This design comes from an exercise in tuning for small area on the open sky130 flow, not from production work.
Only simulation tests tie the RTL to the original design; equivalence was not proved.
Power figures rest on the tool's default switching activity, not on a simulated workload. The clock port is modelled as an ideal driver; clocking choices that lean on that would not hold on a real chip.

$ cat flow/constraint.sdc
create_clock -name core_clock -period 10.0 [get_ports {clk}]
set_input_delay 2.0000 -clock core_clock [delete_from_list [all_inputs] [get_ports {clk}]]
set_output_delay 2.0000 -clock core_clock [all_outputs]
set_load 0.01 [all_outputs]
$ cat flow/run.sh
#!/bin/bash
# synth_recipe.tcl (not shown) runs the flow's synth.tcl, then flattens the netlist and writes it again
# the make line also repeats each setting of config.mk as NAME=value (left out here)
make -C /OpenROAD-flow-scripts/flow DESIGN_CONFIG=/design/flow/config.mk WORK_HOME=/design/flow/orfs CLKGATE_MAP_FILE= SYNTH_SCRIPT=/design/flow/synth_recipe.tcl finish
$ cat flow/config.mk
export PLATFORM = sky130hd
export DESIGN_NAME = cpu_top
export DESIGN_NICKNAME = cpu_top
export VERILOG_FILES = /design/flow/design.v
export SDC_FILE = /design/flow/constraint.sdc
export NUM_CORES = 4
export LEC_CHECK = 0
export CAP_MARGIN = 20
export CORE_MARGIN = 2
export CORE_UTILIZATION = 40
export CTS_BUF_LIST = sky130_fd_sc_hd__clkbuf_4 sky130_fd_sc_hd__clkbuf_8
export SLEW_MARGIN = 20
$ cat flow/design.v
`timescale 1ns/1ps
module cpu_top (
    input  logic        clk,
    input  logic        reset,
    output logic        mem_valid,
    output logic        mem_write,
    output logic [11:0] mem_address,
    output logic [31:0] mem_wdata,
    input  logic        mem_ready,
    input  logic [31:0] mem_rdata,
    output logic        halted
);
    typedef enum logic [3:0] {
        S_CLR     = 4'd0,    
        S_FETCH   = 4'd1,
        S_BRA     = 4'd2,
        S_LDREQ   = 4'd3,
        S_STREQ   = 4'd4,
        S_HALT    = 4'd5,
        S_SCOPY   = 4'd8,    
        S_STLOAD  = 4'd9,    
        S_SHLOAD  = 4'd10,   
        S_SHALIGN = 4'd11,   
        S_EXEC    = 4'd12,   
        S_SHWRITE = 4'd13    
    } state_t;
    state_t      state;
    logic        run;
    logic [4:0]  ph;
    logic [11:0] pc;
    logic [11:0] a;
    logic [3:0]  dn;
    logic [3:0]  sn;
    logic        immf;
    logic [3:0]  opc;
    logic [31:0] t;
    logic        fz, fn, fe, fp, fc;
    logic [31:0] rf [16];
    logic        ph0, ph31, active, is_pass, wr, clr, fetching, fetch_hs;
    logic [3:0]  raddr;
    logic        rbit, src, res, cin;
    logic        cond_ok, hold, zero_fill, knz, right, is_shift;
    logic [5:0]  phk;
    assign ph0     = (ph == 5'd0);
    assign ph31    = (ph == 5'd31);
    assign active  = run | ph0;
    assign is_pass = state[3];
    assign clr     = (state == S_CLR);
    assign wr      = active & ((state == S_EXEC) | (state == S_SHWRITE));
    assign fetching = (state == S_FETCH) | (wr & ph31);
    assign fetch_hs = fetching & mem_ready;
    assign is_shift = opc[2] & opc[1];
    assign raddr = (state == S_SCOPY) ? sn : dn;
    assign rbit  = rf[raddr][0];
    for (genvar k = 0; k < 16; k++) begin : g_rf
        always_ff @(posedge clk) begin
            if (clr)
                rf[k] <= {1'b0, rf[k][31:1]};
            else if (wr && dn == k)
                rf[k] <= {res, rf[k][31:1]};
            else
                rf[k] <= {rf[k][0], rf[k][31:1]};
        end
    end
    assign right = a[5];
    assign knz   = |a[4:0];
    assign phk   = {1'b0, ph} + {1'b0, a[4:0]};
    assign hold      = right ? ~phk[5] : (ph < a[4:0]);
    assign zero_fill = (hold ^ right) & opc[0];
    assign src = t[0] & ~(immf & (ph[4] | (ph[3] & ph[2])));
    assign cin = fc & ~ph0;
    always_comb begin
        if (state == S_SHWRITE)
            res = t[0] & ~zero_fill;
        else begin
            case (opc)
                4'd4:    res = rbit ^ src;                     
                4'd5:    res = rbit ^ src ^ cin;               
                4'd9:    res = ~src;                           
                default: res = src;                            
            endcase
        end
    end
    always_comb begin
        case (t[27:25])
            3'd0: cond_ok = 1'b1;
            3'd1: cond_ok = fp;
            3'd2: cond_ok = fe;
            3'd3: cond_ok = fc;
            3'd4: cond_ok = fn;
            3'd5: cond_ok = fz;
            3'd6: cond_ok = ~fc;
            default: cond_ok = ~fz;
        endcase
    end
    always_ff @(posedge clk) begin
        if (reset) begin
            state <= S_CLR;
            run   <= 1'b0;
            ph    <= 5'd0;
            pc    <= 12'd0;
            {fz, fn, fe, fp, fc} <= 5'd0;
        end else begin
            ph  <= ph + 5'd1;
            run <= is_pass & active & ~ph31;
            if (wr) begin
                if (ph0) begin
                    fz <= ~res;
                    fp <= res;
                    fe <= ~res;
                end else begin
                    fz <= fz & ~res;
                    fp <= fp ^ res;
                end
                if (ph31)
                    fn <= res;
                if (state == S_SHWRITE) begin
                    if ((right && ph31) || (!right && ph0))
                        fc <= t[0] & knz;
                end else if (opc == 4'd5)
                    fc <= (rbit & src) | ((rbit ^ src) & cin);
                else
                    fc <= 1'b0;
            end
            if (fetch_hs) begin
                pc <= pc + 12'd1;
                case (mem_rdata[31:28])
                    4'd1:       state <= S_LDREQ;
                    4'd2:       state <= S_STLOAD;
                    4'd3:       state <= S_BRA;
                    4'd4, 4'd5,
                    4'd9:       state <= mem_rdata[24] ? S_EXEC : S_SCOPY;
                    4'd6, 4'd7: state <= mem_rdata[24] ? S_SHLOAD : S_SCOPY;
                    4'd8:       state <= S_HALT;
                    default:    state <= S_FETCH;
                endcase
            end else begin
                case (state)
                    S_CLR: if (ph31) state <= S_FETCH;
                    S_BRA: begin
                        if (cond_ok) pc <= a;
                        state <= S_FETCH;
                    end
                    S_LDREQ: if (mem_ready) state <= S_EXEC;
                    S_STREQ: if (mem_ready) begin
                        state <= S_FETCH;
                        {fz, fn, fe, fp, fc} <= 5'd0;
                    end
                    S_SCOPY: if (active && ph31) state <= is_shift ? S_SHLOAD : S_EXEC;
                    S_STLOAD: if (active && ph31) state <= S_STREQ;
                    S_SHLOAD: if (active && ph31) state <= S_SHALIGN;
                    S_SHALIGN: if (ph31) state <= S_SHWRITE;
                    S_EXEC, S_SHWRITE: if (active && ph31) state <= S_FETCH;
                    S_FETCH, S_HALT: ;
                    default: state <= S_HALT;
                endcase
            end
        end
    end
    always_ff @(posedge clk) begin
        if (fetch_hs) begin
            dn   <= mem_rdata[23:20];
            sn   <= mem_rdata[19:16];
            immf <= mem_rdata[24];
            opc  <= mem_rdata[31:28];
            a    <= mem_rdata[11:0];
        end else if (state == S_LDREQ) begin
            immf <= 1'b0;
        end else if (state == S_SCOPY && active && ph < 5'd6) begin
            a[5:0] <= {rbit, a[5:1]};
        end
        if (fetch_hs || (state == S_LDREQ && mem_ready))
            t <= mem_rdata;
        else if (active && (state == S_SCOPY || state == S_STLOAD || state == S_SHLOAD))
            t <= {rbit, t[31:1]};
        else if (state == S_SHALIGN && !hold)
            t <= {t[0], t[31:1]};
        else if (wr)
            t <= {1'b0, t[31:1]};
    end
    assign mem_valid   = fetching | (state == S_LDREQ) | (state == S_STREQ);
    assign mem_write   = (state == S_STREQ);
    assign mem_address = (state == S_LDREQ || state == S_STREQ) ? a : pc;
    assign mem_wdata   = t;
    assign halted      = (state == S_HALT);
endmodule
==> out/summary.txt, run 1 <==
Grt ovf -> 0
RSZ-0062 raised after global routing -> no
CTS Buffer Depth -> 3
Largest net degree at the start of global routing -> 42
Total track usage -> 13.3%
HPWL Detailed -> 15800 um
Synth-to-layout area growth -> 21.4%
Synth area leaders -> dfxtp_1 71%, edfxtp_1 11%, mux2_2 3.2%, nor2_1 1.5%, o21ai_0 1.3%
Pins Over Slew Limit -> 0
CP bufs+invs -> 1
Clock Power Share -> 40.6%
Die X -> 200 um
Crit path cell chain -> nand2b_1 > or2_2 > a21oi_2 > mux2_2 > clkdlybuf4s50_1
DR iter-0 viols -> 399
Via-per-instance ratio -> 4.41
Std cell rows -> 71
Final Cycle Share -> 53.5%
CTS root buffer -> clkbuf_8
Logic gate share of total power -> 7.8%
Die Height -> 200 um
Clock Pin Slew Worst Setup and Hold Paths -> 0.06 ns
Slew margin rel. -> 28.5%
Worst Setup Start Kind -> flop
Crit-path leading delay family -> compound AO/OA/AOI/OAI gates
Total of max-cap violations -> 0
DRT antenna net count -> 0
Hold crit path type -> flop to flop
Required time of the critical path -> 8.00 ns
Yosys top cell by area -> dfxtp_1
Fmax -> 187 MHz
Power per Cell Area -> 264 nW/um^2
Synthesis warning total -> 2
H-tree levels -> 3
Tmin final -> 5.35 ns
CTS buffer count -> 86
P_leak -> 0.00712 uW
Syn_area_per_cell -> 15.0 um^2
First-pass GRT wire length -> 41100 um
Die ar. -> 39800 um^2
Synth cell types -> 60
Mapped Area -> 15300 um^2
Clock Sinks -> 596
Drt drc -> 0
Worst Path Arrival -> 3.35 ns
# Post-CTS Setup Buffers -> 0
IR drop worst, VDD -> 0.183 mV
Post-synth EDFFs -> 57
Sequential share of power -> 51.6%
Hold Slack -> 0.318 ns
Ant diodes -> 0
Main synth FF type -> dfxtp_1
Synth Register Bits -> 596
Resized cells post-CTS -> 0
Clk_skew -> 0.0163 ns
CTS tree -> done
Critical-path top delay cell -> a21oi_2
GP Congestion -> 0.830
Share of the synthesized area in the top cell type -> 70.5%
Share of layout cells above drive strength 1 -> 17.5%
Synth async-reset ratio -> 0%
Worst-Margin Slew -> 1.07 ns
Final Hold Viols -> 0
Hold-fix buffers, CTS -> 0
Initial antenna violation count -> 0
Vias in the first global route -> 7677
DRT Wirelength -> 25500 um
Largest stage delay on the critical path -> 0.65 ns
Switching power share of the total -> 22.5%
DRT Pass-1 Iters -> 4
Register area share after synthesis -> 81.7%
Internal -> 3810 uW
Final TNS setup -> 0 ns
Reg2Reg Setup Slack -> 5.22 ns
I/O Pins -> 82
Net Sw Power -> 1100 uW
Clock Latency Late Sink -> 0.60 ns
Critical Path Sink Type -> primary output
Mapped Nets -> 1071
Starting Density -> 40.6%
Vias -> 7731
Final setup fails -> 0
Kind of critical path -> flop to primary output
Crit-path max FO -> 17
Syn Inst Count -> 1022
Port-buffer cells -> 81
Wire per inst -> 14.6 um
Fin nets -> 1225
Status -> complete, no violations
Core area -> 37700 um^2
==> layout make-up <==
class / instances / area (um^2)
Multi-Input combinational cell: 383 / 2600
Sequential cell: 596 / 12500
Clock buffer: 142 / 1770
Inverter: 22 / 82.6
Fill cell: 3266 / 19100
Clock inverter: 13 / 111
Tap cell: 511 / 639
Timing Repair Buffer: 87 / 856
==> power by group through the flow <==
stage | Clock [uW] | Sequential (uW) | Combinational (uW)
after floorplan | 0 | 2570 | 240
after global routing | 2180 | 2540 | 418
final | 1990 | 2530 | 383
after detailed placement | 0 | 2580 | 385
after CTS | 2070 | 2530 | 387
after global placement | 0 | 2580 | 381
==> Yosys cell counts (all sizes together), types with 3 or more instances <==
library cell,n
buf,11
dfxtp,539
nand3,12
a211oi,20
a221oi,4
mux2i,14
a2bb2oi,3
nor3b,4
and3,6
a21o,3
o21ai,40
nand2b,12
clkbuf,10
nand2,43
nand3b,4
a21oi,25
nor2,63
ha,13
nor4b,3
a32oi,6
nor2b,8
nor3,9
a22oi,3
edfxtp,57
a31oi,8
mux2,44
o211ai,5
inv,22
==> final timing paths <==
| kind | from | to | cells after the start |
|---|---|---|---|
| worst max register to register | state[3]$_SDFFE_PP0P_ | rf[7][31]$_SDFF_PP0_ | 13 |
| worst min register to register | rf[2][23]$_DFF_P_ | rf[2][22]$_DFF_P_ | 0 |
| worst max-delay path | state[2]$_SDFFE_PP0P_ | mem_address[0] | 5 |
| worst min-delay path | rf[2][23]$_DFF_P_ | rf[2][22]$_DFF_P_ | 0 |
==> through the flow <==
step	cells	setup WS [ns]	area (um^2)	utilization, %	total power [uW]
3_3_place_gp	1599	5.27	16700	44.3	2960
6_report	1754	4.65	18600	49.3	4910
3_5_place_dp	1599	5.25	16700	44.3	2970
2_1_floorplan	1022	6.22	15300	-	2810
4_1_cts	1754	4.61	18600	49.3	4990
5_1_grt	1754	4.44	18600	49.3	5130
==> cell usage in the layout, fill, tap and decap left out, types with 13 or more instances in the layout <==
cell / n
a211oi_1: 19
mux2_2: 44
nand2_1: 43
ha_1: 13
clkdlybuf4s50_1: 81
mux2i_1: 14
clkbuf_8: 113
o21ai_0: 39
dfxtp_1: 539
a21oi_1: 22
clkbuf_4: 29
nor2_1: 62
inv_1: 21
edfxtp_1: 57
==> cells by family (layout without fill, tap and decap cells) <==
logic type	count (synthesis)	count (layout)	share of synthesized area, %
AOI/OAI and AO/OA	132	132	5.72
xor gates and xnor gates	3	3	0.172
adders and majority gates	14	14	1.19
buffers and inverters	43	264	1.31
DFF	596	596	81.7
muxes	59	59	4.30
and+or+nand+nor	175	175	5.59
==> state kept, by name, summed over array words and instances, names as in the netlist <==
signal / count
rf: 512
t: 32
a: 12
pc: 12
ph: 5
dn: 4
opc: 4
sn: 4
state: 4
fc: 1
fe: 1
fn: 1
fp: 1
fz: 1
immf: 1
run: 1
==> routing by layer <==
metal	global-route usage (%)	vias up	part of all wire, %	routed length (um)
met3	3.78	50	5.3	1360
li1	-	3815	-	-
met5	0	-	0	0
met1	19.4	3698	52	13200
met4	5.79	0	2.1	546
met2	18.4	168	41	10500
==> inputs of run 2 (changes only) <==
--- a/flow/config.mk
+++ b/flow/config.mk
@@ -10,3 +10,4 @@
 export CORE_UTILIZATION = 40
-export CTS_BUF_LIST = sky130_fd_sc_hd__clkbuf_4 sky130_fd_sc_hd__clkbuf_8
+export CTS_CLUSTER_DIAMETER = 80
+export CTS_CLUSTER_SIZE = 25
 export SLEW_MARGIN = 20
==> run 2 against run 1 <==
Core utilization is 2.8 points lower; via count is 4.8% lower; die area stayed put; area after synthesis stayed put; worst setup slack better by 0.032 ns; still clean; critical path depth stayed put; register-to-register slack hardly changed; fmax is 0.60% higher; routed wire length is 5.5% lower; highest routed layer unchanged; synthesized cell count stayed put; non-clock buffer count stayed put.
==> out/summary.txt, run 2 <==
Simple-gate portion of the synthesized area -> 5.59% (unchanged)
CTS Buffer Depth -> 3 (unchanged)
Cell count after placement -> 1599 (unchanged)
Total track usage -> 12.3% (-1.0 points)
Yosys top cell by area -> dfxtp_1
Post-synth EDFFs -> 57 (unchanged)
Total of max-cap violations -> 0 (unchanged)
Synth cell count leaders -> 539 x dfxtp_1, 62 x nor2_1, 57 x edfxtp_1
Complex-gate fraction of the synthesized area -> 5.72% (unchanged)
Resized cells post-CTS -> 0 (unchanged)
Pre-CTS setup slack -> 5.25 ns (unchanged)
Drt drc -> 0 (unchanged)
Mapped Area -> 15300 um^2 (unchanged)
Grt ovf -> 0 (unchanged)
Mapped Nets -> 1071 (unchanged)
Clock Pin Slew Worst Setup and Hold Paths -> 0.10 ns (+0.04 ns)
DRT Wirelength -> 24100 um (-5.5%)
I/O Pins -> 82 (unchanged)
First-pass GRT wire length -> 38500 um (-6.3%)
Via-per-instance ratio -> 4.49 (+2.0%)
Top-count cell post-synth -> dfxtp_1
Final TNS setup -> 0 ns (unchanged)
Synth async-reset ratio -> 0% (unchanged)
Most common cell after layout, fill and taps aside -> dfxtp_1
Clock Sinks -> 596 (unchanged)
Pins Over Slew Limit -> 0 (unchanged)
Worst-Margin Slew -> 1.05 ns (-0.0227 ns)
Syn_area_per_cell -> 15.0 um^2 (unchanged)
IR drop worst, VDD -> 0.146 mV (-20%)
P_leak -> 0.00651 uW (-8.5%)
CTS root buffer -> clkbuf_16
Vias in the first global route -> 6907 (-10%)
Die Height -> 200 um (unchanged)
Share of layout cells above drive strength 1 -> 8.52% (-8.9 points)
Largest net degree at the start of global routing -> 42 (unchanged)
Vias -> 7361 (-4.8%)
Main synth FF type -> dfxtp_1
Starting Density -> 40.6% (unchanged)
Synthesized-area fraction occupied by adder cells -> 1.19% (unchanged)
Synth Register Bits -> 596 (unchanged)
Std cell rows -> 71 (unchanged)
Final Cycle Share -> 53.2% (-0.32 points)
Layout Utilization -> 46.5% (-2.8 points)
Share of the synthesized area in the top cell type -> 70.5% (unchanged)
GP Congestion -> 0.830 (unchanged)
Register area share after synthesis -> 81.7% (unchanged)
Synthesis warning total -> 2 (unchanged)
Slew margin rel. -> 30.0% (+1.5 points)
Most flop-heavy register -> rf
Synth area leaders -> dfxtp_1 71%, edfxtp_1 11%, mux2_2 3.2%, nor2_1 1.5%, o21ai_0 1.3%
Required time of the critical path -> 8.00 ns (about the same)
Overall power -> 4160 uW (-15%)
Die X -> 200 um (unchanged)
Hold crit path type -> flop to flop
Fmax -> 188 MHz (+0.60%)
Largest family of logic cells by synthesized area -> compound AO/OA/AOI/OAI gates
Post-synthesis xor/xnor area fraction -> 0.172% (unchanged)
Power per Cell Area -> 237 nW/um^2 (-10%)
Critical Path Sink Type -> primary output
Clk_skew -> 0.0177 ns (+0.00144 ns)
DRT antenna net count -> 0 (unchanged)
Largest regs -> rf x512, t x32
Synth-to-layout area growth -> 14.4%
Hold-fix buffers, CTS -> 0 (unchanged)
Setup ws final -> 4.68 ns (+0.0320 ns)
# Post-CTS Setup Buffers -> 0 (unchanged)
Synth cell types -> 60 (unchanged)
Reg2Reg Setup Slack -> 5.23 ns (about the same)
H-tree levels -> 1 (-2)
Worst Setup Start Kind -> flop
Fin nets -> 1167 (-4.7%)
Worst Path Arrival -> 3.32 ns (-0.03 ns)
DR iter-0 viols -> 370 (-7.3%)
Core area -> 37700 um^2 (unchanged)
Crit-path max FO -> 17 (unchanged)
RSZ-0062 raised after global routing -> no
Commonest cells after routing, fill and taps aside -> 539 x dfxtp_1, 81 x clkdlybuf4s50_1, 62 x nor2_1
Port-buffer cells -> 81 (unchanged)
CTS tree -> done
Die ar. -> 39800 um^2 (unchanged)
HPWL Detailed -> 15800 um (unchanged)
Non-filler cells in the finished layout -> 1638 (-6.6%)
Syn Inst Count -> 1022 (unchanged)
Clock Latency Late Sink -> 0.58 ns (-0.02 ns)
DRT Pass-1 Iters -> 5 (+1)
Ant diodes -> 0 (unchanged)
CTS buffer count -> 28 (-67%)
Final Hold Viols -> 0 (unchanged)
Max reg flops -> 512 (unchanged)
Status -> complete, no violations
Post-synthesis mux area share -> 4.30% (unchanged)
Wire per inst -> 14.7 um (+1.2%)
Kind of critical path -> flop to primary output
Final setup fails -> 0 (unchanged)
Tmin final -> 5.32 ns (-0.0320 ns)
Initial antenna violation count -> 0 (unchanged)
run 2: layout make-up:
| cell class | count | area [um^2] |
|---|---|---|
| tap | 511 | 639 |
| inverter | 22 | 82.6 |
| clock buffer | 36 | 763 |
| multi-input combinational | 383 | 2600 |
| timing repair buffer | 87 | 856 |
| clock inverter | 3 | 62.6 |
| fill | 3340 | 20200 |
| sequential | 596 | 12500 |
run 2: path summary, 6_finish.rpt:
path	start	end	cells after the start
hold reg to reg	rf[10][4]$_DFF_P_	rf[10][3]$_DFF_P_	0
setup reg to reg	state[3]$_SDFFE_PP0P_	rf[7][31]$_SDFF_PP0_	13
setup / recovery	state[2]$_SDFFE_PP0P_	mem_address[0]	5
hold / removal	rf[10][4]$_DFF_P_	rf[10][3]$_DFF_P_	0
run 2: cells by family (layout without fill, tap and decap cells):
group | Yosys count | count (layout)
AOI/OAI and AO/OA | 132 | 132
buffers and inverters | 43 | 148
adders and majority gates | 14 | 14
and+or+nand+nor | 175 | 175
DFF | 596 | 596
muxes | 59 | 59
xor gates and xnor gates | 3 | 3
run 2: report_power, final:
group          switching [uW]  internal, uW
clock                     677           567
combinational             205           177
sequential               53.7          2480
run 2: layer usage:
metal	up-vias	part of all wire, %	global-route usage (%)
li1	3647	-	-
met1	3531	53	19.1
met2	153	41	17.5
met3	30	4.7	2.43
met4	0	2.2	3.05
met5	-	0	0
run 2: critical path, cell delays in order (launching register included):
cell and delay (ns):
dfxtp_1 0.63, nand2b_1 0.22, or2_2 0.34, a21oi_2 0.65
mux2_2 0.42, clkdlybuf4s50_1 0.48
run 2: per-stage QoR:
step / area, um^2 / hold slack (ns)
2_1_floorplan: 15300 / 0.310
3_3_place_gp: 16700 / 0.310
3_5_place_dp: 16700 / 0.312
4_1_cts: 17500 / 0.324
5_1_grt: 17500 / 0.332
6_report: 17500 / 0.325
==> inputs of run 3 (changes only) <==
--- a/flow/config.mk
+++ b/flow/config.mk
@@ -10,4 +10,2 @@
 export CORE_UTILIZATION = 40
-export CTS_CLUSTER_DIAMETER = 80
-export CTS_CLUSTER_SIZE = 25
 export SLEW_MARGIN = 20
==> run 3 against run 2 <==
Cell area increased by 4.9%; register-to-register slack about the same; first-iteration DRC count increased by 6.5%; total power increased by 16%; sequential power about the same; non-clock buffer count unchanged; still clean on timing, DRC and antenna; worst hold slack got worse by 0.0088 ns; final cell count increased by 3.3%; clock power increased by 54%.
==> out/summary.txt, run 3 <==
Status -> complete, no violations
Most common cell after layout, fill and taps aside -> dfxtp_1
DRT Wirelength -> 24900 um (+3.2%)
Mapped Nets -> 1071 (unchanged)
Clock Pin Slew Worst Setup and Hold Paths -> 0.06 ns (-0.04 ns)
CTS root buffer -> clkbuf_16
HPWL Detailed -> 15800 um (unchanged)
Die X -> 200 um (unchanged)
Initial antenna violation count -> 0 (unchanged)
Fin nets -> 1191 (+2.1%)
Via-per-instance ratio -> 4.44 (-1.3%)
FILL cells -> 3263 (-2.3%)
Worst-Margin Slew -> 1.07 ns (+0.0244 ns)
Kind of critical path -> flop to primary output
Required time of the critical path -> 8.00 ns (about the same)
Total of max-cap violations -> 0 (unchanged)
Share of layout cells above drive strength 1 -> 12.3% (+3.8 points)
Max reg flops -> 512 (unchanged)
Synth-to-layout area growth -> 20.1%
Clock Sinks -> 596 (unchanged)
Main synth FF type -> dfxtp_1
I/O Pins -> 82 (unchanged)
GP Congestion -> 0.830 (unchanged)
First-pass GRT wire length -> 39900 um (+3.6%)
Multi-input logic area -> 2600 um^2 (unchanged)
Syn Inst Count -> 1022 (unchanged)
IR drop worst, VDD -> 0.147 mV (+0.27%)
Vias in the first global route -> 7276 (+5.3%)
Synth area leaders -> dfxtp_1 71%, edfxtp_1 11%, mux2_2 3.2%, nor2_1 1.5%, o21ai_0 1.3%
# Post-CTS Setup Buffers -> 0 (unchanged)
Syn_area_per_cell -> 15.0 um^2 (unchanged)
RSZ-0062 raised after global routing -> no
Crit-path max FO -> 17 (unchanged)
Top-count cell post-synth -> dfxtp_1
Mapped Area -> 15300 um^2 (unchanged)
Hold crit path type -> flop to flop
DRT Pass-1 Iters -> 5 (unchanged)
Tmin final -> 5.31 ns (-0.0128 ns)
Std cell rows -> 71 (unchanged)
Final Cycle Share -> 53.1% (-0.13 points)
Slew margin rel. -> 28.4% (-1.6 points)
H-tree levels -> 2 (+1)
Core area -> 37700 um^2 (unchanged)
Die Height -> 200 um (unchanged)
CTS Buffer Depth -> 3 (unchanged)
Clk_skew -> 0.0208 ns (+0.00310 ns)
Synth async-reset ratio -> 0% (unchanged)
Worst Path Arrival -> 3.31 ns (about the same)
Final TNS setup -> 0 ns (unchanged)
Most flop-heavy register -> rf
CTS tree -> done
DR iter-0 viols -> 394 (+6.5%)
Synth Register Bits -> 596 (unchanged)
Final setup fails -> 0 (unchanged)
Resized cells post-CTS -> 0 (unchanged)
Hold-fix buffers, CTS -> 0 (unchanged)
DRT antenna net count -> 0 (unchanged)
P_leak -> 0.00695 uW (+6.7%)
Commonest cells after routing, fill and taps aside -> 539 x dfxtp_1, 81 x clkdlybuf4s50_1, 62 x nor2_1
Worst Setup Start Kind -> flop
Largest net degree at the start of global routing -> 42 (unchanged)
Total track usage -> 12.8% (+0.50 points)
Vias -> 7505 (+2.0%)
Wire per inst -> 14.7 um (about the same)
Synth cell types -> 60 (unchanged)
Largest regs -> rf x512, t x32
Sequential Area -> 12500 um^2 (unchanged)
Yosys top cell by area -> dfxtp_1
CTS buffer count -> 52 (+86%)
Critical Path Sink Type -> primary output
Port-buffer cells -> 81 (unchanged)
Synth cell count leaders -> 539 x dfxtp_1, 62 x nor2_1, 57 x edfxtp_1
Power per Cell Area -> 263 nW/um^2 (+11%)
Final Hold Viols -> 0 (unchanged)
Fmax -> 188 MHz (+0.24%)
Hold Slack -> 0.316 ns (-0.00882 ns)
Pins Over Slew Limit -> 0 (unchanged)
Layout Utilization -> 48.8% (+2.3 points)
Synthesis warning total -> 2 (unchanged)
Post-synth EDFFs -> 57 (unchanged)
Clock Latency Late Sink -> 0.56 ns (-0.02 ns)
Die ar. -> 39800 um^2 (unchanged)
Starting Density -> 40.6% (unchanged)
Grt ovf -> 0 (unchanged)
Register area share after synthesis -> 81.7% (unchanged)
Drt drc -> 0 (unchanged)
Share of the synthesized area in the top cell type -> 70.5% (unchanged)
[run 3: worst max-delay path, cell delays in order (launching register included)]
cell and delay, ns:
dfxtp_1 0.64, nand2b_1 0.23, or2_2 0.34, a21oi_2 0.64
mux2_2 0.42, clkdlybuf4s50_1 0.48
[run 3: worst paths after layout]
check | from | endpoint | slack, ns | cells past startpoint
setup reg to reg | state[3]$_SDFFE_PP0P_ | rf[7][31]$_SDFF_PP0_ | 5.23 | 13
setup / recovery | state[2]$_SDFFE_PP0P_ | mem_address[0] | 4.69 | 5
hold reg to reg | rf[8][3]$_DFF_P_ | rf[8][2]$_DFF_P_ | 0.32 | 0
hold / removal | rf[8][3]$_DFF_P_ | rf[8][2]$_DFF_P_ | 0.32 | 0
[run 3: area by class of cell]
cell class | instances | area share (%)
multi-input cells | 383 | 14.2
clock inverters | 17 | 0.593
clock buffers | 75 | 8.56
flip-flops and latches | 596 | 68.1
inverters | 22 | 0.450
diodes | 1 | 0.0136
repair buffers | 87 | 4.66
well taps | 511 | 3.48
[run 3: cell families (layout without fill, tap and decap cells)]
group | Yosys count | after routing | share of synthesized area [%]
other cells | 0 | 1 | 0
simple gates | 175 | 175 | 5.59
flops | 596 | 596 | 81.7
fa+ha+maj | 14 | 14 | 1.19
compound gates | 132 | 132 | 5.72
mux | 59 | 59 | 4.30
buf+inv | 43 | 201 | 1.31
xor+xnor | 3 | 3 | 0.172
[run 3: metrics by stage]
stage | std cells | total power [uW] | cell area [um^2] | worst slack, ns
5_1_grt | 1691 | 5020 | 18400 | 4.51
4_1_cts | 1691 | 4880 | 18400 | 4.70
6_report | 1692 | 4820 | 18400 | 4.69
2_1_floorplan | 1022 | 2810 | 15300 | 6.22
3_5_place_dp | 1599 | 2970 | 16700 | 5.25
3_3_place_gp | 1599 | 2960 | 16700 | 5.27
[run 3: layer usage]
metal  global-route usage, %  vias to the layer above  wire length (um)
met3                    2.75                       48              1060
met4                    4.17                        0               575
met5                       0                        -                 0
met2                    18.1                      138             10100
met1                    19.4                     3583             13200
li1                        -                     3736                 -
[run 3: power breakdown]
group	switching, uW	internal, uW
Sequential	54.0	2480
Combinational	206	177
Clock	814	1090
Total	1070	3750
==> inputs of run 4 (changes only) <==
==> flow/flow/run.sh (new file) <==
#!/bin/bash
set -euo pipefail
export BUFFER_PORTS_ARGS="-buffer_cell sky130_fd_sc_hd__buf_1"
export CTS_ARGS="-sink_clustering_enable -repair_clock_nets -dont_use_dummy_load -sink_clustering_size 30 -sink_clustering_max_diameter 80"
bash standard.sh > flow.log 2>&1
==> flow/standard.sh (new file) <==
#!/bin/bash
# synth_recipe.tcl (not shown) runs the flow's synth.tcl, then flattens the netlist and writes it again
# the make line also repeats each setting of config.mk as NAME=value (left out here)
make -C /OpenROAD-flow-scripts/flow DESIGN_CONFIG=/design/flow/config.mk WORK_HOME=/design/flow/orfs CLKGATE_MAP_FILE= SYNTH_SCRIPT=/design/flow/synth_recipe.tcl "${@:-finish}"
--- a/flow/config.mk
+++ b/flow/config.mk
@@ -9,3 +9,4 @@
 export CORE_MARGIN = 2
-export CORE_UTILIZATION = 40
+export CORE_UTILIZATION = 60
+export PLACE_DENSITY = 0.75
 export SLEW_MARGIN = 20
removed: flow/run.sh
==> run 4 against run 3 <==
Sequential power about the same; worst hold slack worse by 0.016 ns; non-clock buffer count unchanged; first-iteration DRC count up 51%; clock skew up 0.011 ns; critical path depth unchanged; fmax up 7.3%; total power down 19%; area after synthesis unchanged; core utilization up 17 points; register-to-register slack better by 0.08 ns.
==> out/summary.txt, run 4 <==
Status -> complete, no violations
Ant diodes -> 0 (-1)
P_leak -> 0.00619 uW (-11%)
Share of layout cells above drive strength 1 -> 7.73% (-4.6 points)
Syn_area_per_cell -> 15.0 um^2 (unchanged)
Fin nets -> 1163 (-2.4%)
Non-filler cells in the finished layout -> 1442 (-15%)
I/O Pins -> 82 (unchanged)
Port-buffer cells -> 81 (unchanged)
Reg2reg path depth -> 13 (unchanged)
Reg2Reg Setup Slack -> 5.31 ns (+0.08 ns)
Worst R2R Start -> state[3]$_SDFFE_PP0P_
Via-per-instance ratio -> 5.07 (+14%)
Fmax -> 202 MHz (+7.3%)
R2r endpoint -> rf[2][31]$_SDFF_PP0_
IR drop worst, VDD -> 0.149 mV (+1.3%)
DRT antenna net count -> 0 (unchanged)
Required time of the critical path -> 8.00 ns (about the same)
Largest net degree at the start of global routing -> 42 (unchanged)
Std cell rows -> 58 (-18%)
Initial antenna violation count -> 0 (unchanged)
Hold-fix buffers, CTS -> 0 (unchanged)
Die X -> 164 um (-18%)
Final Hold Viols -> 0 (unchanged)
Clock Sinks -> 596 (unchanged)
GP Congestion -> 0.920 (+11%)
Synth cell count leaders -> 539 x dfxtp_1, 62 x nor2_1, 57 x edfxtp_1
CP bufs+invs -> 1 (unchanged)
H-tree levels -> 1 (-1)
Starting Density -> 60.9% (+20 points)
M2 GR Usage -> 27.0% (+8.9 points)
FILL cells -> 1788 (-45%)
Met3 Track Usage GR -> 3.28% (+0.52 points)
Final Cycle Share -> 49.5% (-3.6 points)
Crit path cell chain -> nand2b_1 > or2_2 > a21oi_2 > mux2_2 > buf_1
CP startpoint -> state[2]$_SDFFE_PP0P_
First-pass GRT wire length -> 37200 um (-6.7%)
Synth async-reset ratio -> 0% (unchanged)
Main synth FF type -> dfxtp_1
Most Crowded Layer GR -> met2
Vias -> 7314 (-2.5%)
Critical path depth -> 5 (unchanged)
Synth-to-layout area growth -> 8.20%
Max reg flops -> 512 (unchanged)
Clk_skew -> 0.0320 ns (+0.0112 ns)
Critical Path Sink Type -> primary output
Drt drc -> 0 (unchanged)
Worst-Margin Slew -> 1.08 ns (+0.0114 ns)
GRT met1 Usage -> 26.1% (+6.6 points)
Most common cell after layout, fill and taps aside -> dfxtp_1
Synth cell types -> 60 (unchanged)
CTS buffer count -> 24 (-54%)
Post-synth EDFFs -> 57 (unchanged)
Mapped Nets -> 1071 (unchanged)
Worst Setup Start Kind -> flop
Share of the synthesized area in the top cell type -> 70.5% (unchanged)
DRT Wirelength -> 23200 um (-6.8%)
Placed cell area -> 16000 um^2 (-4.4%)
CP endpoint -> mem_address[1]
Power per Cell Area -> 237 nW/um^2 (-9.8%)
CTS root buffer -> clkbuf_16
Final setup fails -> 0 (unchanged)
DR iter-0 viols -> 594 (+51%)
Syn Inst Count -> 1022 (unchanged)
Mapped Area -> 15300 um^2 (unchanged)
Slew margin rel. -> 27.6% (-0.80 points)
Tmin final -> 4.95 ns (-0.360 ns)
Crit-path leading delay family -> compound AO/OA/AOI/OAI gates
RSZ-0062 raised after global routing -> no
Top-count cell post-synth -> dfxtp_1
Clock Latency Late Sink -> 0.55 ns (about the same)
Worst Path Arrival -> 2.95 ns (-0.36 ns)
Crit-path max FO -> 17 (unchanged)
Synthesis warning total -> 2 (unchanged)
DRT Pass-1 Iters -> 4 (-1)
Vias in the first global route -> 7068 (-2.9%)
Hold crit path type -> flop to flop
CTS Buffer Depth -> 3 (unchanged)
Cell count after placement -> 1418 (-11%)
Wire per inst -> 16.1 um (+9.3%)
Clock Pin Slew Worst Setup and Hold Paths -> 0.10 ns (+0.04 ns)
Pins Over Slew Limit -> 0 (unchanged)
Most flop-heavy register -> rf
Largest regs -> rf x512, t x32
Final instance area -> 16600 um^2 (-9.9%)
Largest stage delay on the critical path -> 0.68 ns (+0.04 ns)
Yosys top cell by area -> dfxtp_1
# Post-CTS Setup Buffers -> 0 (unchanged)
Hold Slack -> 0.301 ns (-0.0155 ns)
CTS tree -> done
Register area share after synthesis -> 81.7% (unchanged)
Synth Register Bits -> 596 (unchanged)
Total track usage -> 17.7% (+4.9 points)
Die ar. -> 26800 um^2 (-33%)
Core area -> 25100 um^2 (-33%)
Final TNS setup -> 0 ns (unchanged)
HPWL Detailed -> 14600 um (-7.7%)
Resized cells post-CTS -> 0 (unchanged)
Total of max-cap violations -> 0 (unchanged)
Critical-path top delay cell -> a21oi_2
Synth area leaders -> dfxtp_1 71%, edfxtp_1 11%, mux2_2 3.2%, nor2_1 1.5%, o21ai_0 1.3%
Commonest cells after routing, fill and taps aside -> 539 x dfxtp_1, 81 x buf_1, 62 x nor2_1
Kind of critical path -> flop to primary output
Grt ovf -> 0 (unchanged)
Die Height -> 164 um (-18%)
-- run 4: cell counts after synthesis --
Identical to the previous run, type by type.
-- run 4: kinds of logic after synthesis --
logic type                 synth area share [%]
DFF                                        81.7
and+or+nand+nor                            5.59
AOI/OAI and AO/OA                          5.72
muxes                                      4.30
buffers and inverters                      1.31
adders and majority gates                  1.19
xor gates and xnor gates                  0.172
-- run 4: worst min path at each step --
| stage | start | to | cells after the start |
|---|---|---|---|
| 6_report | rf[6][24]$_DFF_P_ | rf[6][23]$_DFF_P_ | 0 |
| 4_1_cts | rf[6][24]$_DFF_P_ | rf[6][23]$_DFF_P_ | 0 |
| 3_5_place_dp | rf[12][22]$_DFF_P_ | rf[12][21]$_DFF_P_ | 0 |
| 3_3_place_gp | rf[10][7]$_DFF_P_ | rf[10][6]$_DFF_P_ | 0 |
| 2_1_floorplan | rf[0][1]$_DFF_P_ | rf[0][0]$_DFF_P_ | 0 |
| 5_1_grt | rf[6][21]$_DFF_P_ | rf[6][20]$_DFF_P_ | 0 |
-- run 4: stage by stage --
stage	utilization, %	setup WS, ns	power, uW
global placement	63.5	5.53	2900
global route	65.9	4.84	4080
finish	65.9	5.05	3920
floorplan	-	6.22	2810
detailed placement	63.5	5.32	2910
CTS	65.9	5.08	3960
-- run 4: cell type report --
| type | instances | area (um^2) | area share (%) |
|---|---|---|---|
| flip-flops and latches | 596 | 12500 | 75.5 |
| inverters | 22 | 82.6 | 0.499 |
| well taps | 330 | 413 | 2.49 |
| clock buffers | 24 | 601 | 3.63 |
| repair buffers | 87 | 353 | 2.13 |
| multi-input cells | 383 | 2600 | 15.7 |
-- run 4: power breakdown --
part	internal [uW]	switching, uW	total, uW
combinational	129	200	329
sequential	2480	53.1	2530
clock	433	632	1060
total	3040	885	3920
-- run 4: routing by layer --
metal  routed length, um  vias up
met1               11500     3493
met3                1030       41
met5                   0        -
li1                    -     3621
met2               10000      159
met4                 632        0
==> inputs of run 5 (changes only) <==
==> flow/flow/run.sh (replaced) <==
#!/bin/bash
# Standard ORFS layout, with two changes: ports are buffered with the
# smallest buffer, and clock tree synthesis uses larger sink clusters and
# no dummy loads.
set -euo pipefail
export BUFFER_PORTS_ARGS="-buffer_cell sky130_fd_sc_hd__buf_1"
export CTS_ARGS="-sink_clustering_enable -repair_clock_nets -dont_use_dummy_load -sink_clustering_size 30 -sink_clustering_max_diameter 120"
bash standard.sh > flow.log 2>&1
--- a/flow/config.mk
+++ b/flow/config.mk
@@ -7,6 +7,6 @@
 export LEC_CHECK = 0
+export ABC_AREA = 1
 export CAP_MARGIN = 20
 export CORE_MARGIN = 2
-export CORE_UTILIZATION = 60
-export PLACE_DENSITY = 0.75
+export CORE_UTILIZATION = 40
 export SLEW_MARGIN = 20
==> run 5 against run 4 <==
Core utilization down 21 points; clock skew up 0.0036 ns; sequential share of layout area down 1.3 points; clock power about the same; area after synthesis up 0.74%; worst hold slack better by 0.013 ns; final cell count up 26%; total power up 28%; fmax up 5.2%; via count up 8.6%; synthesized cell count up 19%; flip-flop and latch count unchanged.
==> out/summary.txt, run 5 <==
Met3 WL -> 1130 um (+9.7%)
Critical Path Sink Type -> primary output
Max reg flops -> 512 (unchanged)
Synthesis warning total -> 2 (unchanged)
Commonest cells after routing, fill and taps aside -> 539 x dfxtp_1, 190 x nand2_1, 108 x inv_1
Clock Sinks -> 596 (unchanged)
P_leak -> 0.00697 uW (+13%)
Pins Over Slew Limit -> 0 (unchanged)
Power per Cell Area -> 297 nW/um^2 (+25%)
Clock Latency Late Sink -> 0.56 ns (about the same)
Pre-CTS setup slack -> 5.91 ns (+0.591 ns)
Final TNS setup -> 0 ns (unchanged)
Final setup fails -> 0 (unchanged)
Worst Setup Start Kind -> flop
Required time of the critical path -> 8.00 ns (about the same)
Top-count cell post-synth -> dfxtp_1
Total of max-cap violations -> 0 (unchanged)
H-tree levels -> 1 (unchanged)
Grt ovf -> 0 (unchanged)
Register area share after synthesis -> 81.1% (-0.60 points)
GP Congestion -> 0.860 (-6.5%)
Vias in the first global route -> 7463 (+5.6%)
Met2 Wirelength -> 10000 um (-0.45%)
Post-synth EDFFs -> 57 (unchanged)
DR iter-0 viols -> 483 (-19%)
Setup ws final -> 5.30 ns (+0.245 ns)
Synth-to-layout area growth -> 9.25%
Synth async-reset ratio -> 0% (unchanged)
Worst-Margin Slew -> 0.803 ns (-0.278 ns)
M1 WL -> 12900 um (+12%)
Syn_area_per_cell -> 12.7 um^2 (-15%)
Wire per inst -> 13.6 um (-16%)
DRT Pass-1 Iters -> 5 (+1)
Kind of critical path -> flop to primary output
CTS tree -> done
Hold-fix buffers, CTS -> 0 (unchanged)
CTS buffer count -> 23 (-4.2%)
Syn Inst Count -> 1213 (+19%)
Resized cells post-CTS -> 0 (unchanged)
Clk_skew -> 0.0356 ns (+0.00364 ns)
Status -> complete, no violations
DRT Wirelength -> 24600 um (+6.0%)
Yosys top cell by area -> dfxtp_1
I/O Pins -> 82 (unchanged)
Via-per-instance ratio -> 4.39 (-13%)
Synth area leaders -> dfxtp_1 70%, edfxtp_1 11%, nand2_1 4.6%, inv_1 2.7%, nand3_1 2.0%
Fmax -> 213 MHz (+5.2%)
Hold crit path type -> flop to flop
Final Cycle Share -> 47.0% (-2.4 points)
RSZ-0062 raised after global routing -> no
Total track usage -> 12.1% (-5.6 points)
Largest net degree at the start of global routing -> 44 (+4.8%)
Vias -> 7943 (+8.6%)
Tmin final -> 4.70 ns (-0.245 ns)
Drt drc -> 0 (unchanged)
Starting Density -> 40.7% (-20 points)
Slew margin rel. -> 46.5% (+19 points)
Main synth FF type -> dfxtp_1
Most common cell after layout, fill and taps aside -> dfxtp_1
Synth Register Bits -> 596 (unchanged)
Core area -> 37800 um^2 (+51%)
Share of the synthesized area in the top cell type -> 70.0% (-0.52 points)
Fin nets -> 1350 (+16%)
Ant diodes -> 0 (unchanged)
HPWL Detailed -> 16400 um (+12%)
Clock Pin Slew Worst Setup and Hold Paths -> 0.11 ns (about the same)
Std cell rows -> 71 (+22%)
Die X -> 200 um (+22%)
Initial antenna violation count -> 0 (unchanged)
# Post-CTS Setup Buffers -> 0 (unchanged)
Share of layout cells above drive strength 1 -> 3.70% (-4.0 points)
DRT antenna net count -> 0 (unchanged)
Uppermost layer routed -> met4
Mapped Nets -> 1262 (+18%)
Synth cell count leaders -> 539 x dfxtp_1, 190 x nand2_1, 109 x inv_1
Port-buffer cells -> 81 (unchanged)
Die Height -> 200 um (+22%)
First-pass GRT wire length -> 39900 um (+7.2%)
CTS Buffer Depth -> 3 (unchanged)
CTS root buffer -> clkbuf_16
Synth cell types -> 34 (-43%)
Final Hold Viols -> 0 (unchanged)
Largest regs -> rf x512, t x32
Mapped Area -> 15400 um^2 (+0.74%)
IR drop worst, VDD -> 0.154 mV (+3.6%)
Die ar. -> 40100 um^2 (+50%)
Most flop-heavy register -> rf
Worst Path Arrival -> 2.70 ns (-0.25 ns)
Crit-path max FO -> 17 (unchanged)
## run 5: kinds of logic (layout without fill, tap and decap cells)
logic type,after synthesis,in the layout,share of synthesized area (%)
compound gates,126,126,4.40
xor+xnor,8,8,0.455
fa+ha+maj,14,14,1.19
buf+inv,134,220,3.48
flops,596,596,81.1
simple gates,335,335,9.37
## run 5: cell type report
type | instances | area [um^2]
fillers | 3569 | 21000
flip-flops and latches | 596 | 12500
multi-input cells | 483 | 2370
well taps | 511 | 639
clock buffers | 23 | 576
inverters | 114 | 428
repair buffers | 83 | 319
## run 5: through the flow
| stage | util [%] | cell area, um^2 | instances | total power (uW) | hold slack [ns] |
|---|---|---|---|---|---|
| floorplan | - | 15400 | 1213 | 3740 | 0.310 |
| global placement | 43.0 | 16300 | 1787 | 4000 | 0.310 |
| detailed placement | 43.0 | 16300 | 1787 | 4000 | 0.312 |
| CTS | 44.5 | 16800 | 1810 | 5070 | 0.319 |
| global route | 44.5 | 16800 | 1810 | 5290 | 0.333 |
| finish | 44.5 | 16800 | 1810 | 5000 | 0.313 |
## run 5: per-layer routing
layer  vias to the layer above  global-route usage [%]
met1                      3729                    19.0
met2                       177                    17.5
li1                       4003                       -
met3                        34                    1.66
met4                         0                    3.04
met5                         -                       0
## run 5: path summary, 6_finish.rpt
check / start / slack (ns) / depth (start not counted) / to
setup / recovery: state[0]$_SDFFE_PP0P_ / 5.30 / 6 / mem_address[11]
setup reg to reg: state[2]$_SDFFE_PP0P_ / 6.38 / 20 / rf[7][31]$_SDFF_PP0_
hold reg to reg: rf[14][27]$_DFF_P_ / 0.31 / 0 / rf[14][26]$_DFF_P_
hold / removal: rf[14][27]$_DFF_P_ / 0.31 / 0 / rf[14][26]$_DFF_P_
## run 5: worst max-delay path, cell delays in order, from the launching register on
cell	delay, ns
dfxtp_1	0.41
nor2_2	0.29
nand3_1	0.20
nand2_1	0.45
clkinv_1	0.38
o21ai_0	0.24
buf_1	0.17
## run 5: power by group
part	switching, uW	internal, uW
sequential	227	3140
combinational	410	172
clock	634	416
==> inputs of run 6 (changes only) <==
--- a/flow/config.mk
+++ b/flow/config.mk
@@ -7,3 +7,2 @@
 export LEC_CHECK = 0
-export ABC_AREA = 1
 export CAP_MARGIN = 20
==> run 6 against run 5 <==
Die area down 0.72%; clock power is essentially flat; flip-flop and latch count unchanged; still clean; worst hold slack improved by 0.0046 ns; non-clock buffer count grew 4; worst setup slack lost 0.42 ns; combinational power shrank 43%; count of clock-buffer cells in the layout unchanged.
==> out/summary.txt, run 6 <==
Status -> complete, no violations
Vias in the first global route -> 6992 (-6.3%)
Worst-Margin Slew -> 1.08 ns (+0.277 ns)
Main synth FF type -> dfxtp_1
Ant diodes -> 0 (unchanged)
Initial antenna violation count -> 0 (unchanged)
Largest regs -> rf x512, t x32
Most common cell after layout, fill and taps aside -> dfxtp_1
Die Height -> 200 um (-0.36%)
Post-synthesis mux area share -> 4.30% (+4.3 points)
CTS root buffer -> clkbuf_16
P_leak -> 0.00618 uW (-11%)
RSZ-0062 raised after global routing -> no
Mapped Area -> 15300 um^2 (-0.74%)
DRT Wirelength -> 23900 um (-2.9%)
Clk_skew -> 0.0354 ns (-0.000261 ns)
Slew margin rel. -> 28.0% (-18 points)
Synth cell count leaders -> 539 x dfxtp_1, 62 x nor2_1, 57 x edfxtp_1
Syn Inst Count -> 1022 (-16%)
Largest stage delay on the critical path -> 0.69 ns (+0.24 ns)
Final Cycle Share -> 51.3% (+4.2 points)
Synth cell types -> 60 (+76%)
HPWL Detailed -> 15600 um (-4.9%)
Grt ovf -> 0 (unchanged)
Share of the synthesized area in the top cell type -> 70.5% (+0.52 points)
Synth-to-layout area growth -> 9.49%
Tmin final -> 5.13 ns (+0.422 ns)
Core area -> 37700 um^2 (-0.47%)
CP bufs+invs -> 1 (-1)
Vias -> 7262 (-8.6%)
Hold-fix buffers, CTS -> 0 (unchanged)
Final TNS setup -> 0 ns (unchanged)
Port-buffer cells -> 81 (unchanged)
Largest net degree at the start of global routing -> 42 (-4.5%)
Crit-path max FO -> 17 (unchanged)
Synth async-reset ratio -> 0% (unchanged)
Clock Power Share -> 26.9% (+5.9 points)
CTS tree -> done
Mapped Nets -> 1071 (-15%)
Total of max-cap violations -> 0 (unchanged)
Non-filler cells in the finished layout -> 1622 (-10%)
Fin nets -> 1162 (-14%)
Top-count cell post-synth -> dfxtp_1
Total track usage -> 12.1% (+0.037 points)
Clock Sinks -> 596 (unchanged)
Final Hold Viols -> 0 (unchanged)
Post-synthesis xor/xnor area fraction -> 0.172% (-0.28 points)
Drt drc -> 0 (unchanged)
Commonest cells after routing, fill and taps aside -> 539 x dfxtp_1, 81 x buf_1, 62 x nor2_1
Required time of the critical path -> 8.00 ns (about the same)
Via-per-instance ratio -> 4.48 (+2.0%)
Net Sw Power -> 901 uW (-29%)
First-pass GRT wire length -> 38000 um (-4.6%)
Fmax -> 195 MHz (-8.2%)
Hold Slack -> 0.318 ns (+0.00463 ns)
Critical Path Sink Type -> primary output
Kind of critical path -> flop to primary output
Share of layout cells above drive strength 1 -> 7.65% (+4.0 points)
Pins Over Slew Limit -> 0 (unchanged)
Synthesis warning total -> 2 (unchanged)
Simple-gate portion of the synthesized area -> 5.59% (-3.8 points)
GP Congestion -> 0.852 (-0.87%)
Syn_area_per_cell -> 15.0 um^2 (+18%)
Sequential share of power -> 64.6% (-2.8 points)
Most flop-heavy register -> rf
Overall power -> 3920 uW (-22%)
Post-synth EDFFs -> 57 (unchanged)
Std cell rows -> 71 (unchanged)
DRT Pass-1 Iters -> 5 (unchanged)
Switching power share of the total -> 23.0% (-2.4 points)
Max reg flops -> 512 (unchanged)
DR iter-0 viols -> 461 (-4.6%)
Starting Density -> 40.6% (-0.11 points)
Power per Cell Area -> 234 nW/um^2 (-21%)
Clock Pin Slew Worst Setup and Hold Paths -> 0.12 ns (about the same)
CTS Buffer Depth -> 3 (unchanged)
Worst Path Arrival -> 3.13 ns (+0.43 ns)
IR drop worst, VDD -> 0.151 mV (-1.9%)
H-tree levels -> 1 (unchanged)
Die X -> 200 um (-0.36%)
Synthesized-area fraction occupied by adder cells -> 1.19% (+0.0088 points)
CTS buffer count -> 23 (unchanged)
Internal -> 3020 uW (-19%)
Synth area leaders -> dfxtp_1 71%, edfxtp_1 11%, mux2_2 3.2%, nor2_1 1.5%, o21ai_0 1.3%
Cell count after placement -> 1599 (-11%)
I/O Pins -> 82 (unchanged)
Placed cell area -> 16200 um^2 (-0.53%)
Complex-gate fraction of the synthesized area -> 5.72% (+1.3 points)
Worst Setup Start Kind -> flop
Final setup fails -> 0 (unchanged)
Register area share after synthesis -> 81.7% (+0.60 points)
Synth Register Bits -> 596 (unchanged)
Yosys top cell by area -> dfxtp_1
Logic gate share of total power -> 8.5% (-3.1 points)
Hold crit path type -> flop to flop
Critical-path top delay cell -> dfxtp_1
Wire per inst -> 14.7 um (+8.4%)
Crit path cell chain -> nand2b_1 > or2_2 > a21oi_2 > mux2_2 > buf_1
Clock Latency Late Sink -> 0.56 ns (about the same)
# Post-CTS Setup Buffers -> 0 (unchanged)
Die ar. -> 39800 um^2 (-0.72%)
Final instance area -> 16800 um^2 (-0.51%)
Resized cells post-CTS -> 0 (unchanged)
Largest family of logic cells by synthesized area -> compound AO/OA/AOI/OAI gates
Crit-path leading delay family -> flip-flops
DRT antenna net count -> 0 (unchanged)
-- run 6: final timing paths --
path,endpoint,startpoint,cells past startpoint,slack (ns)
hold reg to reg,rf[6][19]$_DFF_P_,rf[6][20]$_DFF_P_,0,0.32
hold / removal,rf[6][19]$_DFF_P_,rf[6][20]$_DFF_P_,0,0.32
setup / recovery,mem_address[10],state[2]$_SDFFE_PP0P_,5,4.87
setup reg to reg,rf[7][31]$_SDFF_PP0_,state[3]$_SDFFE_PP0P_,13,5.02
-- run 6: cells by family after synthesis --
logic type / after synthesis
adder cells (fa/ha/maj): 14
XOR/XNOR: 3
AND/OR/NAND/NOR: 175
AO/OA/AOI/OAI: 132
flip-flops: 596
buffers and inverters: 43
multiplexers: 59
-- run 6: per-stage QoR --
stage	util, %	setup slack, ns
3_5_place_dp	42.9	5.09
4_1_cts	44.5	4.91
6_report	44.5	4.87
3_3_place_gp	42.9	5.21
2_1_floorplan	-	6.22
5_1_grt	44.5	4.63
-- run 6: cell type report --
cell class	count	area (um^2)
sequential	596	12500
tap	511	639
inverter	22	82.6
multi-input combinational	383	2600
clock buffer	23	576
timing repair buffer	87	349
fill	3422	20900
-- run 6: worst reg2reg max path, stage by stage, from the launching register on --
cell	delay [ns]
dfxtp_1	0.82
nor4b_4	0.84
mux2i_1	0.59
mux2i_1	0.15
o21ai_0	0.18
a32oi_1	0.21
nand2b_1	0.22
fa_1	0.51
nand2_1	0.05
o211ai_1	0.08
o21ai_0	0.11
a22o_1	0.27
nor2_2	0.59
a211oi_1	0.18
-- run 6: power by group through the flow --
stage          combinational, uW  clock (uW)  sequential (uW)
6_report                     334        1050             2530
5_1_grt                      366        1180             2540
4_1_cts                      334        1100             2530
3_5_place_dp                 333           0             2580
3_3_place_gp                 329           0             2590
2_1_floorplan                240           0             2570
-- run 6: layer usage --
layer  global-route usage (%)  vias up  routed length [um]
met1                     19.0     3469               12900
met3                     1.86       41                 879
met5                        0        -                   0
met2                     17.0      133                9420
met4                     3.87        0                 679
li1                         -     3619                   -

-- re-timing with driven ports --
The flow's constraints put no driver on any port. The routed layouts listed below were extracted and timed again, unchanged, in two steps. Step 1 sets driving cells, clkbuf_16 on the clock port and buf_2 on the other inputs (assumed; they add their load-dependent delay and slew). Step 2, shift: input delay + t, output delay - t, t = (earliest + latest rising clock arrival at the registers) / 2. This alone moves slack from input paths to output paths. Slacks: ideal ports / drivers / drivers and shift; pairs: ideal ports / drivers.
run | shift t [ns] | slack for setup (ns) | hold slack, ns | latest minus earliest clock arrival (ns) | worst register clock-pin slew, ns
run 1 | 0.639 | 4.647 / 4.601 / 5.194 | 0.318 / 0.318 / 0.318 | 0.022 / 0.022 | 0.07 / 0.07
run 2 | 0.619 | 4.679 / 4.628 / 5.226 | 0.325 / 0.325 / 0.325 | 0.021 / 0.021 | 0.10 / 0.10
run 3 | 0.603 | 4.692 / 4.641 / 5.206 | 0.316 / 0.316 / 0.316 | 0.020 / 0.021 | 0.07 / 0.07
run 4 | 0.582 | 5.053 / 5.003 / 5.306 | 0.301 / 0.301 / 0.301 | 0.036 / 0.036 | 0.11 / 0.11
run 5 | 0.587 | 5.297 / 5.250 / 5.836 | 0.313 / 0.313 / 0.313 | 0.041 / 0.041 | 0.11 / 0.11
run 6 | 0.593 | 4.875 / 4.823 / 5.020 | 0.318 / 0.318 / 0.318 | 0.038 / 0.038 | 0.12 / 0.12
After both steps setup and hold are still met in every run listed.
